This design comes from an exercise in tuning for small area, a short achievable clock period and few clock cycles per item on the open sky130 flow, not from production work. Function was checked by simulation only, so behaviour that the tests miss may differ from the original.

`config.mk`:
```
export PLATFORM = sky130hd
export DESIGN_NAME = keyed_score_table
export DESIGN_NICKNAME = keyed_score_table
export VERILOG_FILES = /design/flow/design.v
export SDC_FILE = /design/flow/constraint.sdc
export NUM_CORES = 4
export LEC_CHECK = 0
export CAP_MARGIN = 20
export CORE_MARGIN = 2
export CORE_UTILIZATION = 40
export SLEW_MARGIN = 20
```
`constraint.sdc`:
```
create_clock -name core_clock -period 10.0 [get_ports {clk}]
set_input_delay 2.0000 -clock core_clock [delete_from_list [all_inputs] [get_ports {clk}]]
set_output_delay 2.0000 -clock core_clock [all_outputs]
set_load 0.01 [all_outputs]
```
`design.v`:
```
`timescale 1ns / 1ps
package kst_pkg;
    localparam int MAX_PLAYERS = 16;
    localparam int IDX_W       = $clog2(MAX_PLAYERS);
    localparam int CNT_W       = $clog2(MAX_PLAYERS + 1);
    localparam int SUM_W       = 32 + CNT_W;
    typedef enum logic [2:0] {
        OP_CLEAR  = 3'd0,
        OP_ADD    = 3'd1,
        OP_UPDATE = 3'd2,
        OP_MAX    = 3'd3,
        OP_REMOVE = 3'd4,
        OP_SORT   = 3'd5,
        OP_AVG    = 3'd6,
        OP_NONE   = 3'd7
    } op_t;
    typedef enum logic [1:0] {
        ST_OK       = 2'd0,
        ST_EMPTY    = 2'd1,
        ST_NOTFOUND = 2'd2,
        ST_FULL     = 2'd3
    } status_t;
    typedef enum logic [3:0] {
        S_IDLE,
        S_SCAN,
        S_SHIFT_UP,
        S_SHIFT_DOWN,
        S_SORT_RD,
        S_SORT_CMP,
        S_DIV,
        S_LIST,
        S_RESP
    } state_t;
    typedef struct packed {
        logic [2:0]         op;
        logic signed [31:0] player_id;
        logic signed [31:0] score_value;
    } in_item_t;
    typedef struct packed {
        logic [1:0]         status;
        logic signed [31:0] result_id;
        logic signed [31:0] result_score;
        logic               last_of_run;
    } out_item_t;
    typedef struct packed {
        logic               start;
        logic signed [SUM_W-1:0] dividend;
        logic [CNT_W-1:0]   divisor;
    } div_req_t;
    typedef struct packed {
        logic               done;
        logic signed [31:0] quotient;
    } div_rsp_t;
endpackage
`timescale 1ns / 1ps
import kst_pkg::*;
module kst_divider
(
    input  logic     clk,
    input  logic     rst_n,
    input  kst_pkg::div_req_t req,
    output kst_pkg::div_rsp_t rsp
);
    localparam int STEP_W = $clog2(SUM_W + 1);
    logic             busy_reg, busy_next;
    logic [STEP_W-1:0] step_reg, step_next;
    logic             neg_reg, neg_next;
    logic [SUM_W-1:0] quo_reg, quo_next;
    logic [CNT_W:0]   rem_reg, rem_next;
    logic [CNT_W-1:0] den_reg, den_next;
    logic             done_reg, done_next;
    logic [CNT_W:0]   trial;
    logic [SUM_W-1:0] mag;
    logic [SUM_W-1:0] qs;
    always_comb
    begin
        busy_next = busy_reg;
        step_next = step_reg;
        neg_next  = neg_reg;
        quo_next  = quo_reg;
        rem_next  = rem_reg;
        den_next  = den_reg;
        done_next = 1'b0;
        mag       = req.dividend[SUM_W-1] ? SUM_W'(-req.dividend) : SUM_W'(req.dividend);
        trial     = {rem_reg[CNT_W-1:0], quo_reg[SUM_W-1]};
        if (req.start)
        begin
            busy_next = 1'b1;
            step_next = STEP_W'(SUM_W);
            neg_next  = req.dividend[SUM_W-1];
            quo_next  = mag;
            rem_next  = '0;
            den_next  = req.divisor;
        end
        else if (busy_reg)
        begin
            if (trial >= {1'b0, den_reg})
            begin
                rem_next = trial - {1'b0, den_reg};
                quo_next = {quo_reg[SUM_W-2:0], 1'b1};
            end
            else
            begin
                rem_next = trial;
                quo_next = {quo_reg[SUM_W-2:0], 1'b0};
            end
            step_next = step_reg - 1'b1;
            if (step_reg == STEP_W'(1))
            begin
                busy_next = 1'b0;
                done_next = 1'b1;
            end
        end
    end
    always_ff @(posedge clk or negedge rst_n)
    begin
        if (!rst_n)
        begin
            busy_reg <= 1'b0;
            done_reg <= 1'b0;
            step_reg <= '0;
        end
        else
        begin
            busy_reg <= busy_next;
            done_reg <= done_next;
            step_reg <= step_next;
        end
    end
    always_ff @(posedge clk)
    begin
        neg_reg <= neg_next;
        quo_reg <= quo_next;
        rem_reg <= rem_next;
        den_reg <= den_next;
    end
    assign qs           = neg_reg ? SUM_W'(-quo_reg) : quo_reg;
    assign rsp.done     = done_reg;
    assign rsp.quotient = qs[31:0];
endmodule
`timescale 1ns / 1ps
import kst_pkg::*;
module keyed_score_table_core
(
    input  logic      clk,
    input  logic      rst_n,
    input  logic      in_valid,
    output logic      in_ready,
    input  kst_pkg::in_item_t  in_data,
    output logic      out_valid,
    input  logic      out_ready,
    output kst_pkg::out_item_t out_data
);
    logic [31:0] ids_mem    [MAX_PLAYERS];
    logic [31:0] scores_mem [MAX_PLAYERS];
    kst_pkg::state_t           state_reg, state_next;
    logic [CNT_W-1:0] count_reg, count_next;
    logic [IDX_W-1:0] idx_reg, idx_next;
    logic [IDX_W-1:0] sidx_reg, sidx_next;
    logic [IDX_W-1:0] best_reg, best_next;
    logic [2:0]       op_reg, op_next;
    logic [31:0]      key_reg, key_next;
    logic [31:0]      val_reg, val_next;
    logic signed [31:0] bsc_reg, bsc_next;
    logic [31:0]      bid_reg, bid_next;
    logic signed [SUM_W-1:0] sum_reg, sum_next;
    logic             ov_reg, ov_next;
    kst_pkg::out_item_t        od_reg, od_next;
    logic             we;
    logic [IDX_W-1:0] wa;
    logic [31:0]      wid, wsc;
    logic [31:0]      rid, rsc;
    logic             cmp_gt;
    logic [IDX_W-1:0] last_idx;
    kst_pkg::div_req_t         dreq;
    kst_pkg::div_rsp_t         drsp;
    kst_divider u_div (.clk(clk), .rst_n(rst_n), .req(dreq), .rsp(drsp));
    assign rid      = ids_mem[idx_reg];
    assign rsc      = scores_mem[idx_reg];
    assign last_idx = IDX_W'(count_reg - 1'b1);
    assign cmp_gt   = $signed(op_reg == OP_SORT ? rsc : bsc_reg)
                    > $signed(op_reg == OP_SORT ? val_reg : rsc);
    function automatic kst_pkg::out_item_t mk(kst_pkg::status_t s, logic [31:0] i, logic [31:0] c, logic l);
        kst_pkg::out_item_t o;
        o.status       = s;
        o.result_id    = i;
        o.result_score = c;
        o.last_of_run  = l;
        mk = o;
    endfunction
    always_comb
    begin
        state_next = state_reg;
        count_next = count_reg;
        idx_next   = idx_reg;
        sidx_next  = sidx_reg;
        best_next  = best_reg;
        op_next    = op_reg;
        key_next   = key_reg;
        val_next   = val_reg;
        bsc_next   = bsc_reg;
        bid_next   = bid_reg;
        sum_next   = sum_reg;
        ov_next    = ov_reg;
        od_next    = od_reg;
        we         = 1'b0;
        wa         = idx_reg;
        wid        = rid;
        wsc        = rsc;
        dreq.start    = 1'b0;
        dreq.dividend = sum_reg;
        dreq.divisor  = count_reg;
        if (ov_reg && out_ready)
            ov_next = 1'b0;
        unique case (state_reg)
            S_IDLE:
            begin
                if (in_valid && !ov_reg)
                begin
                    op_next  = in_data.op;
                    key_next = in_data.player_id;
                    val_next = in_data.score_value;
                    idx_next = '0;
                    sum_next = '0;
                    bsc_next = 32'sh8000_0000;
                    od_next  = mk(ST_OK, '0, '0, 1'b1);
                    state_next = S_RESP;
                    case (in_data.op)
                        OP_CLEAR: count_next = '0;
                        OP_ADD:
                        begin
                            if (count_reg == CNT_W'(MAX_PLAYERS))
                                od_next = mk(ST_FULL, '0, '0, 1'b1);
                            else if (count_reg == '0)
                            begin
                                we = 1'b1; wa = '0;
                                wid = in_data.player_id; wsc = in_data.score_value;
                                count_next = count_reg + 1'b1;
                            end
                            else
                            begin
                                idx_next   = last_idx;
                                state_next = S_SHIFT_UP;
                            end
                        end
                        OP_UPDATE, OP_MAX, OP_REMOVE, OP_AVG, OP_SORT:
                        begin
                            if (count_reg == '0)
                                od_next = mk(ST_EMPTY, '0, '0, 1'b1);
                            else if (in_data.op == OP_SORT)
                            begin
                                if (count_reg == CNT_W'(1))
                                    state_next = S_LIST;
                                else
                                begin
                                    sidx_next  = IDX_W'(1);
                                    idx_next   = IDX_W'(1);
                                    state_next = S_SORT_RD;
                                end
                            end
                            else
                                state_next = S_SCAN;
                        end
                        OP_NONE: state_next = S_IDLE;
                        default: state_next = S_IDLE;
                    endcase
                end
            end
            S_SCAN:
            begin
                state_next = S_RESP;
                if (op_reg == OP_MAX)
                begin
                    if (idx_reg == '0 || cmp_gt == 1'b0 && $signed(rsc) > bsc_reg)
                    begin
                        bsc_next = rsc;
                        bid_next = rid;
                    end
                    if (idx_reg != last_idx) begin idx_next = idx_reg + 1'b1; state_next = S_SCAN; end
                    else if (idx_reg == '0 || $signed(rsc) > bsc_reg)
                        od_next = mk(ST_OK, rid, rsc, 1'b1);
                    else
                        od_next = mk(ST_OK, bid_reg, bsc_reg, 1'b1);
                end
                else if (op_reg == OP_AVG)
                begin
                    sum_next = sum_reg + SUM_W'($signed(rsc));
                    if (idx_reg != last_idx) begin idx_next = idx_reg + 1'b1; state_next = S_SCAN; end
                    else state_next = S_DIV;
                end
                else if (rid == key_reg)
                begin
                    if (op_reg == OP_UPDATE)
                    begin
                        we = 1'b1; wsc = val_reg;
                    end
                    else if (idx_reg == last_idx)
                        count_next = count_reg - 1'b1;
                    else
                    begin
                        idx_next   = idx_reg + 1'b1;
                        state_next = S_SHIFT_DOWN;
                    end
                end
                else if (idx_reg == last_idx)
                    od_next = mk(ST_NOTFOUND, '0, '0, 1'b1);
                else
                begin
                    idx_next   = idx_reg + 1'b1;
                    state_next = S_SCAN;
                end
            end
            S_SHIFT_UP:
            begin
                we = 1'b1; wa = idx_reg + 1'b1;
                if (idx_reg == '0)
                begin
                    state_next = S_SORT_CMP;
                    op_next    = OP_ADD;
                end
                else
                    idx_next = idx_reg - 1'b1;
            end
            S_SHIFT_DOWN:
            begin
                we = 1'b1; wa = idx_reg - 1'b1;
                if (idx_reg == last_idx)
                begin
                    count_next = count_reg - 1'b1;
                    state_next = S_RESP;
                end
                else
                    idx_next = idx_reg + 1'b1;
            end
            S_SORT_RD:
            begin
                key_next  = rid;
                val_next  = rsc;
                idx_next  = idx_reg - 1'b1;
                state_next = S_SORT_CMP;
            end
            S_SORT_CMP:
            begin
                if (op_reg == OP_ADD)
                begin
                    we = 1'b1; wa = '0; wid = key_reg; wsc = val_reg;
                    count_next = count_reg + 1'b1;
                    state_next = S_RESP;
                end
                else if (cmp_gt)
                begin
                    we = 1'b1; wa = idx_reg + 1'b1;
                    if (idx_reg == '0)
                    begin
                        we = 1'b1;
                        state_next = S_SORT_CMP;
                        op_next = OP_NONE;
                    end
                    else
                        idx_next = idx_reg - 1'b1;
                end
                else
                begin
                    we = 1'b1; wa = idx_reg + 1'b1; wid = key_reg; wsc = val_reg;
                    state_next = S_SORT_RD;
                    if (sidx_reg == last_idx) begin idx_next = '0; state_next = S_LIST; end
                    else begin sidx_next = sidx_reg + 1'b1; idx_next = sidx_reg + 1'b1; end
                end
                if (op_reg == OP_NONE)
                begin
                    we = 1'b1; wa = '0; wid = key_reg; wsc = val_reg;
                    op_next = OP_SORT;
                    state_next = S_SORT_RD;
                    if (sidx_reg == last_idx) begin idx_next = '0; state_next = S_LIST; end
                    else begin sidx_next = sidx_reg + 1'b1; idx_next = sidx_reg + 1'b1; end
                end
            end
            S_DIV:
            begin
                if (op_reg == OP_AVG)
                begin
                    dreq.start = 1'b1;
                    op_next    = OP_CLEAR;
                end
                else if (drsp.done)
                begin
                    od_next    = mk(ST_OK, '0, drsp.quotient, 1'b1);
                    state_next = S_RESP;
                end
            end
            S_LIST:
            begin
                if (!ov_reg || out_ready)
                begin
                    ov_next = 1'b1;
                    od_next = mk(ST_OK, rid, rsc, idx_reg == last_idx);
                    if (idx_reg == last_idx) state_next = S_IDLE;
                    else idx_next = idx_reg + 1'b1;
                end
            end
            S_RESP:
            begin
                if (!ov_reg || out_ready)
                begin
                    ov_next    = 1'b1;
                    state_next = S_IDLE;
                end
            end
            default: state_next = S_IDLE;
        endcase
    end
    always_ff @(posedge clk or negedge rst_n)
    begin
        if (!rst_n)
        begin
            state_reg <= S_IDLE;
            count_reg <= '0;
            ov_reg    <= 1'b0;
        end
        else
        begin
            state_reg <= state_next;
            count_reg <= count_next;
            ov_reg    <= ov_next;
        end
    end
    always_ff @(posedge clk)
    begin
        idx_reg  <= idx_next;
        sidx_reg <= sidx_next;
        best_reg <= best_next;
        op_reg   <= op_next;
        key_reg  <= key_next;
        val_reg  <= val_next;
        bsc_reg  <= bsc_next;
        bid_reg  <= bid_next;
        sum_reg  <= sum_next;
        od_reg   <= od_next;
        if (we)
        begin
            ids_mem[wa]    <= wid;
            scores_mem[wa] <= wsc;
        end
    end
    assign in_ready  = (state_reg == S_IDLE) && !ov_reg;
    assign out_valid = ov_reg;
    assign out_data  = od_reg;
endmodule
`timescale 1ns / 1ps
module keyed_score_table (
    input  logic        clk,
    input  logic        rst_n,
    input  logic        in_valid,
    output logic        in_ready,
    input  logic [2:0]  in_op,
    input  logic [31:0] in_player_id,
    input  logic [31:0] in_score,
    output logic        out_valid,
    input  logic        out_ready,
    output logic [1:0]  out_status,
    output logic [31:0] out_id,
    output logic [31:0] out_score,
    output logic        out_last
);
    kst_pkg::in_item_t  in_data;
    kst_pkg::out_item_t out_data;
    assign in_data.op          = in_op;
    assign in_data.player_id   = in_player_id;
    assign in_data.score_value = in_score;
    keyed_score_table_core u_core (
        .clk(clk), .rst_n(rst_n),
        .in_valid(in_valid), .in_ready(in_ready), .in_data(in_data),
        .out_valid(out_valid), .out_ready(out_ready), .out_data(out_data)
    );
    assign out_status = out_data.status;
    assign out_id     = out_data.result_id;
    assign out_score  = out_data.result_score;
    assign out_last   = out_data.last_of_run;
endmodule
```
`run.sh`:
```
#!/bin/bash
# synth_recipe.tcl (not shown) runs the flow's synth.tcl, then flattens the netlist and writes it again
# the make line also repeats each setting of config.mk as NAME=value (left out here)
make -C /OpenROAD-flow-scripts/flow DESIGN_CONFIG=/design/flow/config.mk WORK_HOME=/design/flow/orfs CLKGATE_MAP_FILE= SYNTH_SCRIPT=/design/flow/synth_recipe.tcl finish
```
==> run notes <==
-- synth_stat cells (38+ instances only) --
cell         n  area, um^2
ha_1       116        1450
mux4_2     256        5770
edfxtp_1  1310       39300
a22o_1      38         333
mux2i_1    144        1440
nor2_1     174         653
mux2_2      71         800
inv_1       75         282
a21oi_1    103         515
o21ai_0    147         736
xor2_1     115        1010
a221o_1     75         751
a21o_1      47         353
and2_1      66         413
xnor2_1     51         447
clkbuf_1   128         480
nand2_1    323        1210
-- worst register-to-register path: cells and delay by family, from the launching register on --
kind / cells / cell delay, ps
muxes: 4 / 2130
and+or+nand+nor: 6 / 2060
buffers and inverters: 3 / 1280
DFF: 1 / 920
AOI/OAI and AO/OA: 2 / 840
adders and majority gates: 1 / 310
-- cells by family (layout without fill, tap and decap cells) --
kind of cell,Yosys count,after routing
flip-flops,1337,1337
AND/OR/NAND/NOR,807,807
AO/OA/AOI/OAI,619,619
multiplexers,479,479
buffers and inverters,287,559
XOR/XNOR,167,167
adder cells (fa/ha/maj),118,118
-- area by class of cell --
type / count / share of cell area
sequential: 1337 / 0.578
timing repair buffer: 237 / 0.0329
tap: 2016 / 0.0365
clock buffer: 171 / 0.0539
inverter: 76 / 0.00416
multi-input combinational: 2190 / 0.284
clock inverter: 75 / 0.0102
-- per-stage QoR --
step                      instance area (um^2)  instances
after floorplan                          60700       3814
after global placement                   64700       5854
after detailed placement                 64700       5854
after CTS                                69100       6100
after global routing                     69100       6102
final                                    69100       6102
-- metal layers --
layer,global-route usage,part of all wire,vias up
li1,-,-,15450
met1,0.309,0.44,18205
met2,0.326,0.46,1364
met3,0.0385,0.078,204
met4,0.0604,0.022,0
met5,0,0,-
-- worst max-delay path by stage --
stage          startpoint                   endpoint  slack [ps]  depth (start not counted)
2_1_floorplan    in_op[2]      u_core.ids_mem[13][0]       -1170                         12
3_3_place_gp         flop  u_core.scores_mem[12][27]        2090                         16
3_5_place_dp         flop   u_core.scores_mem[1][13]        2030                         16
4_1_cts              flop  u_core.scores_mem[14][29]        1990                         16
5_1_grt              flop   u_core.scores_mem[7][14]        1730                         16
6_report             flop   u_core.scores_mem[5][29]        2110                         16
==> summary.md <==
| Metric | Value |
|---|---|
| Startpoint type of the worst setup path | `flop` |
| Number of buffers inserted by port buffering | `roughly 140` |
| Distinct cell type count of the synthesized netlist | `89` |
| Resized cells post-CTS | `0` |
| Global-route wire length before repair | `238000 um` |
| Initial antenna violation count | `0` |
| Least setup slack across all paths after layout | `~2100 ps` |
| Die height | `approximately 400 um` |
| Overall fraction of global-route tracks in use | `0.212` |
| Syn Area/Cell | `15.9 um^2` |
| Synthesis warning total | `2` |
| Mux cell area share after synthesis | `0.135` |
| R2r setup slk | `approximately 2100 ps` |
| Unrepaired setup endpoints after global routing | `no` |
| Hold Violations, Final | `0` |
| Largest driver fanout on the critical path | `44` |
| Number of enable-type register cells in the synthesized netlist | `about 1300` |
| Synthesized net count | `around 4000` |
| Max-Cap Viols | `0` |
| Worst Setup End Kind | `flop` |
| Slew at the pin closest to its max-slew limit | `between 1000 and 1500 ps` |
| Count of final setup violators | `0` |
| Fraction of the mapped netlist area in simple logic gates | `0.0636` |
| Sequential standard cell area | `~0.040 mm^2` |
| Max transition margin | `0.227` |
| Antenna cells | `0` |
| Final-layout fill cell count | `12861` |
| Vias in the first global route | `around 35000` |
| Placeable core region | `about 0.15 mm^2` |
| Family with the most delay on the worst path | `multiplexers` |
| Delay of the slowest cell on the worst path | `920 ps` |
| Worst hold endpoint | `u_core.u_div.rem_reg[3]` |
| Clock Root Buffer | `clkbuf_16` |
| Synth async-reset ratio | `0.0135` |
| Number of vias per cell after detailed routing | `5.77` |
| Initial DRC count | `~4100` |
| Final wirelength | `between 150000 and 200000 um` |
| Clock latency reported for the late side of the worst-skew pair | `between 700 and 800 ps` |
| CP max stage cell | `dfxtp_4` |
| Run status | `no timing/DRC/antenna violations` |
| Average wire per cell in the routed design | `27.0 um` |
| Multi-input gate area in the final layout | `0.0196 mm^2` |
| Setup tns final | `0 ps` |
| Via count | `35223` |
| Number of clock sinks | `1337` |
| Count of standard-cell rows | `142` |
| Fraction of the yosys area taken by sequential cells | `0.659` |
| Number of optimization iterations in the first detailed-route pass | `6` |
| Initial core utilization | `0.404` |
| Worst-case reg-to-reg path depth | `16` |
| Xor-xnor portion of the synthesized cell area | `0.0243` |
| Clock buffer depth | `3` |
| Crit-path cells | `buf_12 -> mux4_2 -> mux4_2 -> mux2_2 -> ha_1 -> nand4_1 -> or4_1 -> nor4_1 -> a21oi_1 -> mux2i_2 -> and2_2 -> buf_4 -> nor2_1 -> or2_1 -> buf_4 -> a221o_1` |
| Number of buffers inserted by hold repair at cts | `0` |
| Clock buffer count from CTS | `140` |
| Number of buffers and inverters on the critical path | `3` |
| Worst hold-check slack | `between 500 and 600 ps` |
| Worst clock skew | `between 50 and 60 ps` |
| Worst-path clk slew | `roughly 60 ps` |
| Number of pins with negative max-slew slack in the final report | `0` |
| Final HPWL from detailed placement | `about 96000 um` |
| Final critical path time including I/O delays and setup | `7890 ps` |
| Setup repair bufs after CTS | `0` |
| Final worst-path cycle share | `0.789` |
| HP Class | `flop to flop` |
| Critical register-to-register path endpoint | `u_core.scores_mem[5][29]` |
| Largest family of logic cells by synthesized area | `multiplexers` |
| Area growth from synthesis to layout | `14.1%` |
| Required time reported for the critical path endpoint | `~10000 ps` |
| Data arrival time at the worst-slack endpoint | `8300 ps` |
| Area share of fa/ha/maj cells after synthesis | `0.0246` |
| Synthesized-area fraction occupied by ao, oa, aoi and oai cells | `0.0716` |
| Post-synthesis instance area | `~0.061 mm^2` |
| Crit Path Class | `flop to flop` |
| Highest Clock Rate | `127 MHz` |
| Highest-count cells in the layout ignoring fill and taps | `edfxtp_1, nand2_1, mux4_2` |
| Fraction of layout instances using a drive strength above 1 | `0.169` |
| Placer Congestion | `0.872` |
| Number of H-tree levels | `4` |
| Horizontal extent of the die | `approximately 390 um` |
| Worst Min Path Start | `u_core.u_div.rem_reg[3]` |
| Final core utilization | `0.461` |
| Synth Flop Type | `edfxtp_1` |
| Number of remaining DRC errors | `0` |
| Most frequent standard cell in the layout excluding fill and tap cells | `edfxtp_1` |
| Die Area | `between 0.15 and 0.2 mm^2` |
| IO Pins | `140` |
| GRT Residual Overflow | `0` |
| Worst Setup Slack post-DPL | `about 2000 ps` |
| Antenna violation net count after detailed routing | `0` |
| Post-synthesis cell count | `3814` |
| Final net count | `around 4200` |
| TritonCTS clock tree | `built` |
| Min-Delay Path Depth | `2` |
| Maximum number of pins on one net before global-route repair | `between 100 and 150` |
| Flip-flop and latch count after synthesis | `1337` |
Testbench counts, summed over its fixed seeds: cycles 46,787, items 3,200.

## what the ideal ports hide
How much do the figures lean on ideal ports? The routed layout below was timed once more, with nothing changed but the port constraints. Step 1 (the two cells are an assumption about what drives the block):
set clk [get_ports {clk}]
set_driving_cell -lib_cell sky130_fd_sc_hd__clkbuf_16 $clk
set_driving_cell -lib_cell sky130_fd_sc_hd__buf_2 [delete_from_list [all_inputs] $clk]
Step 2, shift: input delay + t, output delay - t, t = (earliest + latest rising clock arrival at the registers) / 2. This alone moves slack from input paths to output paths. Slacks: no drivers / after step 1 / after step 2; pairs: no drivers / after step 1.
t, ns: 0.849
slack for setup (ns): 2.108 / 2.108 / 2.108
slew at the worst register clock pin (ns): 0.07 / 0.07
After both steps this run still meets setup and hold. For this run, drivers alone change the setup slack by 0.000 ns; drivers and shift together by 0.000 ns.
